From an optimization exercise on the open Yosys and OpenROAD flow, aimed at small area; shortcuts taken in it are not production practice.
The RTL was checked by simulation tests, not by an equivalence proof against the original design.
No activity file was given, so power comes from the tool's default toggle rates.

Setup of north:
Design hub75_rx, start of the top module:
module hub75_rx (
  input  logic        clk,
  input  logic        rst,
  input  logic        hub_clk,
  input  logic [5:0]  hub_rgb,
  input  logic [3:0]  hub_addr,
  input  logic        hub_lat,
  input  logic        hub_oe,
  output logic        wr_valid,
  input  logic        wr_ready,
  output logic [9:0]  wr_addr,
  output logic [5:0]  wr_data,
  output logic        line_done,
  output logic        len_err,
  output logic        overrun,
  output logic        lit,
  output logic [15:0] line_count
);
make LEC_CHECK=0 CAP_MARGIN=20 CORE_MARGIN=2 CORE_UTILIZATION=40 SLEW_MARGIN=20 finish   # period 6.0 ns
run.sh (not shown) runs the stock make flow with config.mk's settings and CLKGATE_MAP_FILE= SYNTH_SCRIPT=/design/flow/synth_recipe.tcl, a recipe that flattens the netlist after the stock synthesis.
Input-level comparison between south and north:
- CTS_BUF_LIST: unset -> sky130_fd_sc_hd__clkbuf_8
- CTS_CLUSTER_SIZE: unset -> 20
- CTS_CLUSTER_DIAMETER: unset -> 40
[summary]
- south ran to completion and came out clean on the timing, design-rule and antenna checks.
- Delta (south minus north): met3 usage decreased by 0.26 points relative to the old numbers, met1 routed wirelength after detailed routing increased about 1.3%, global-route wire length before repair closely matched the old numbers, post-detailed-routing wire length higher, timing-limited maximum frequency lower.
- Portion of the clock cycle consumed by the worst path in the final layout for south: 2.0 points up relative to north

The RTL this note starts from:
==> flow/design.v <==
package hub75_pkg;
  localparam int COLS      = 64;
  localparam int ROW_BITS  = 4;
  localparam int PIX_BITS  = 6;
  localparam int COL_BITS  = 6;
  localparam int CNT_BITS  = 7;
  localparam int LC_BITS   = 16;
  localparam logic [CNT_BITS-1:0] CNT_FULL = 7'd64;
  localparam logic [CNT_BITS-1:0] CNT_MAX  = 7'd127;
  localparam logic [COL_BITS-1:0] COL_LAST = 6'd63;
endpackage
module hub75_edge_sync (
  input  logic clk,
  input  logic rst,
  input  logic din,
  output logic q0,
  output logic q1
);
  always_ff @(posedge clk or posedge rst) begin
    if (rst) begin
      q0 <= 1'b0;
      q1 <= 1'b0;
    end else begin
      q0 <= din;
      q1 <= q0;
    end
  end
endmodule
module hub75_rx (
  input  logic        clk,
  input  logic        rst,
  input  logic        hub_clk,
  input  logic [5:0]  hub_rgb,
  input  logic [3:0]  hub_addr,
  input  logic        hub_lat,
  input  logic        hub_oe,
  output logic        wr_valid,
  input  logic        wr_ready,
  output logic [9:0]  wr_addr,
  output logic [5:0]  wr_data,
  output logic        line_done,
  output logic        len_err,
  output logic        overrun,
  output logic        lit,
  output logic [15:0] line_count
);
  logic cs0, cs1;             
  logic ls0, ls1;             
  logic lat_q;                
  logic [5:0] rgb_h;          
  logic [3:0] addr_h, addr_d; 
  logic [2:0] oe_q;
  logic       lit_q;
  logic [63:0][5:0] sr_q;
  logic [63:0][5:0] dbuf_q;
  logic [6:0] fill_q, snap_fill_q;
  logic [6:0] cnt_q;
  logic [3:0] row_q;
  logic [5:0] col_q;
  logic [15:0] lc_q;
  logic dump_q, done_q;
  logic len_err_q, overrun_q;
  logic shift;
  hub75_edge_sync u_clk_sync (.clk(clk), .rst(rst), .din(hub_clk), .q0(cs0), .q1(cs1));
  hub75_edge_sync u_lat_sync (.clk(clk), .rst(rst), .din(hub_lat), .q0(ls0), .q1(ls1));
  assign shift = cs0 & ~cs1;
  always_ff @(posedge clk or posedge rst) begin
    if (rst) begin
      lat_q     <= 1'b0;
      rgb_h     <= '0;
      addr_h    <= '0;
      oe_q      <= '0;
      lit_q     <= 1'b0;
      fill_q    <= '0;
      cnt_q     <= '0;
      lc_q      <= '0;
      dump_q    <= 1'b0;
      done_q    <= 1'b0;
      len_err_q <= 1'b0;
      overrun_q <= 1'b0;
    end else begin
      lat_q  <= ls0 & ~ls1;
      if (!hub_clk) rgb_h  <= hub_rgb;
      if (!hub_lat) addr_h <= hub_addr;
      oe_q   <= {oe_q[1:0], hub_oe};
      lit_q  <= ~oe_q[2];
      if (shift && !fill_q[6]) fill_q <= fill_q + 1'b1;
      if (lat_q)
        cnt_q <= {6'd0, shift};
      else if (shift && cnt_q != hub75_pkg::CNT_MAX)
        cnt_q <= cnt_q + 1'b1;
      if (lat_q) begin
        if (dump_q || done_q) overrun_q <= 1'b1;
        else if (cnt_q != hub75_pkg::CNT_FULL) len_err_q <= 1'b1;
      end
      done_q <= 1'b0;
      if (done_q) lc_q <= lc_q + 1'b1;
      if (!dump_q && !done_q) begin
        if (lat_q) dump_q <= 1'b1;
      end else if (dump_q && wr_ready && col_q == hub75_pkg::COL_LAST) begin
        dump_q <= 1'b0;
        done_q <= 1'b1;
      end
    end
  end
  always_ff @(posedge clk) begin
    addr_d <= addr_h;
    if (shift) sr_q <= {sr_q[62:0], rgb_h};
    if (lat_q && !dump_q && !done_q) begin
      dbuf_q      <= sr_q;
      row_q       <= addr_d;
      snap_fill_q <= fill_q;
      col_q       <= '0;
    end else if (dump_q && wr_ready) begin
      col_q <= col_q + 1'b1;
    end
  end
  assign wr_valid   = dump_q;
  assign wr_addr    = {row_q, col_q};
  logic [63:0] col_sel;
  logic [5:0]  rd;
  hub75_coldec u_dec (.col(col_q), .sel(col_sel));
  hub75_rdmux  u_rd  (.sel(col_sel), .d(dbuf_q), .q(rd));
  assign wr_data    = (snap_fill_q[6] || col_q < snap_fill_q[5:0]) ? rd : 6'd0;
  assign line_done  = done_q;
  assign len_err    = len_err_q;
  assign overrun    = overrun_q;
  assign lit        = lit_q;
  assign line_count = lc_q;
endmodule
module hub75_coldec (
  input  logic [5:0]  col,
  output logic [63:0] sel
);
  always_comb
    for (int i = 0; i < 64; i++) sel[i] = (col == 6'(i));
endmodule
module hub75_rdmux (
  input  logic [63:0]       sel,
  input  logic [63:0][5:0]  d,
  output logic [5:0]        q
);
  always_comb begin
    q = '0;
    for (int i = 0; i < 64; i++) q = q | (d[i] & {6{sel[i]}});
  end
endmodule
clock: 6.0 ns
lec_check: 0
cap_margin: 20
core_margin: 2
core_utilization: 60
cts_buf_list: sky130_fd_sc_hd__clkbuf_8
cts_cluster_diameter: 80
cts_cluster_size: 16
place_density: 0.75
slew_margin: 20
synth_hierarchical: 1
standard.sh (not shown) runs the stock make flow with config.mk's settings and CLKGATE_MAP_FILE= SYNTH_SCRIPT=/design/flow/synth_recipe.tcl, a recipe that flattens the netlist after the stock synthesis.
==> flow/flow/run.sh <==
#!/bin/bash
# Standard ORFS layout with a leaner clock tree (no CTS dummy loads) and
# minimum-size port buffers. Synthesis is the standard synthesis.
set -euo pipefail
export CTS_ARGS="-sink_clustering_enable -repair_clock_nets -dont_use_dummy_load -buf_list sky130_fd_sc_hd__clkbuf_8 -sink_clustering_size 16 -sink_clustering_max_diameter 80"
export BUFFER_PORTS_ARGS="-buffer_cell sky130_fd_sc_hd__buf_1"
bash standard.sh synth > synth.log 2>&1
bash standard.sh finish > layout.log 2>&1
Rerun with:
==> flow/flow/run.sh (replaced) <==
#!/bin/bash
# Standard ORFS layout with a leaner clock tree (no CTS dummy loads) and
# minimum-size port buffers. Synthesis is the standard synthesis.
set -euo pipefail
export CTS_ARGS="-sink_clustering_enable -repair_clock_nets -dont_use_dummy_load -buf_list sky130_fd_sc_hd__clkbuf_16 -sink_clustering_size 30 -sink_clustering_max_diameter 60"
export BUFFER_PORTS_ARGS="-buffer_cell sky130_fd_sc_hd__buf_1"
bash standard.sh synth > synth.log 2>&1
bash standard.sh finish > layout.log 2>&1
--- a/flow/config.mk
+++ b/flow/config.mk
@@ -9,7 +9,6 @@
 export CORE_MARGIN = 2
-export CORE_UTILIZATION = 60
-export CTS_BUF_LIST = sky130_fd_sc_hd__clkbuf_8
-export CTS_CLUSTER_DIAMETER = 80
-export CTS_CLUSTER_SIZE = 16
-export PLACE_DENSITY = 0.75
+export CORE_UTILIZATION = 40
+export CTS_BUF_LIST = sky130_fd_sc_hd__clkbuf_16
+export CTS_CLUSTER_DIAMETER = 60
+export CTS_CLUSTER_SIZE = 30
 export SLEW_MARGIN = 20
Setup slack loses 32 ps. Clock power climbs by 22%. Sequential share of layout area drops by 2.0 points. First-iteration DRC count is lower by 14%. Die area rises by 49%. Synthesized cell count stays the same. Non-clock buffer count came out higher by 6. Area after synthesis is unchanged.
Rerun with:
==> flow/flow/run.sh (replaced) <==
#!/bin/bash
# Standard ORFS layout with a leaner clock tree (no CTS dummy loads) and
# minimum-size port buffers. Synthesis is the standard synthesis.
set -euo pipefail
export CTS_ARGS="-sink_clustering_enable -repair_clock_nets -dont_use_dummy_load -buf_list sky130_fd_sc_hd__clkbuf_8 -sink_clustering_size 20 -sink_clustering_max_diameter 40"
export BUFFER_PORTS_ARGS="-buffer_cell sky130_fd_sc_hd__buf_1"
bash standard.sh synth > synth.log 2>&1
bash standard.sh finish > layout.log 2>&1
--- a/flow/config.mk
+++ b/flow/config.mk
@@ -10,5 +10,5 @@
 export CORE_UTILIZATION = 40
-export CTS_BUF_LIST = sky130_fd_sc_hd__clkbuf_16
-export CTS_CLUSTER_DIAMETER = 60
-export CTS_CLUSTER_SIZE = 30
+export CTS_BUF_LIST = sky130_fd_sc_hd__clkbuf_8
+export CTS_CLUSTER_DIAMETER = 40
+export CTS_CLUSTER_SIZE = 20
 export SLEW_MARGIN = 20
What happened: Cell area rises slightly. Global-route usage grows by 0.35 points. Core utilization is higher by 0.43 points. Total power increases by a few percent. Combinational power barely changes.
Rerun with:
==> flow/flow/run.sh (replaced) <==
#!/bin/bash
# Standard ORFS layout with a leaner clock tree (no CTS dummy loads) and
# minimum-size port buffers. Synthesis is the standard synthesis.
set -euo pipefail
export CTS_ARGS="-sink_clustering_enable -repair_clock_nets -dont_use_dummy_load -buf_list sky130_fd_sc_hd__clkbuf_8 -sink_clustering_size 16 -sink_clustering_max_diameter 80"
export BUFFER_PORTS_ARGS="-buffer_cell sky130_fd_sc_hd__buf_1"
bash standard.sh synth > synth.log 2>&1
bash standard.sh finish > layout.log 2>&1
--- a/flow/config.mk
+++ b/flow/config.mk
@@ -11,4 +11,4 @@
 export CTS_BUF_LIST = sky130_fd_sc_hd__clkbuf_8
-export CTS_CLUSTER_DIAMETER = 40
-export CTS_CLUSTER_SIZE = 20
+export CTS_CLUSTER_DIAMETER = 80
+export CTS_CLUSTER_SIZE = 16
 export SLEW_MARGIN = 20
Result:
- The changed run passed the timing, design-rule and antenna checks
- sequential power barely changes
- die area stays the same
- utilization came out lower by 0.87 points
- count of clock-buffer cells in the layout came out lower by 44
- power came out lower by 6.9%
- sequential share of layout area came out higher by 1.6 points
- register-to-register slack degrades by 100 ps
- via count came out lower by 2.3%
- design area came out lower by 2.0%
- area after synthesis stays the same
- non-clock buffer count is unchanged

==> static timing again, ports no longer ideal <==
Ports are ideal in the flow. The routed layouts listed here were re-timed in OpenROAD.
Step 1 assumes that a clkbuf_16 drives the clock port and a buf_2 every other input.
Step 2 adds t to the input delays and takes it off the output delays; t is the mean of the earliest and latest rising clock arrival at the registers after step 1. Input paths then give back, and output paths get back, about the clock's delay inside the block.
a / b / c = ideal / step 1 / step 2; a / b = the first two.
run | t (ns) | slack for setup (ns) | hold WS [ns] | worst setup path after step 2 | worst register clock-pin slew, ns
north | 0.666 | 0.912 / 0.854 / 1.520 | 0.355 / 0.355 / 0.355 | register to output | 0.06 / 0.06
south | 0.737 | 0.792 / 0.739 / 1.476 | 0.366 / 0.366 / 0.366 | register to output | 0.10 / 0.10
the first run of note 2 | 0.726 | 0.852 / 0.795 / 1.521 | 0.343 / 0.343 / 0.343 | register to output | 0.10 / 0.10
the second run of note 2 | 0.647 | 0.820 / 0.756 / 1.403 | 0.328 / 0.328 / 0.328 | register to output | 0.11 / 0.11
the third run of note 2 | 0.742 | 0.763 / 0.706 / 1.448 | 0.327 / 0.315 / 0.327 | register to output | 0.09 / 0.09
the fourth run of note 2 | 0.750 | 0.765 / 0.705 / 1.454 | 0.323 / 0.317 / 0.323 | register to output | 0.11 / 0.11
After both steps every run listed still meets setup and hold.
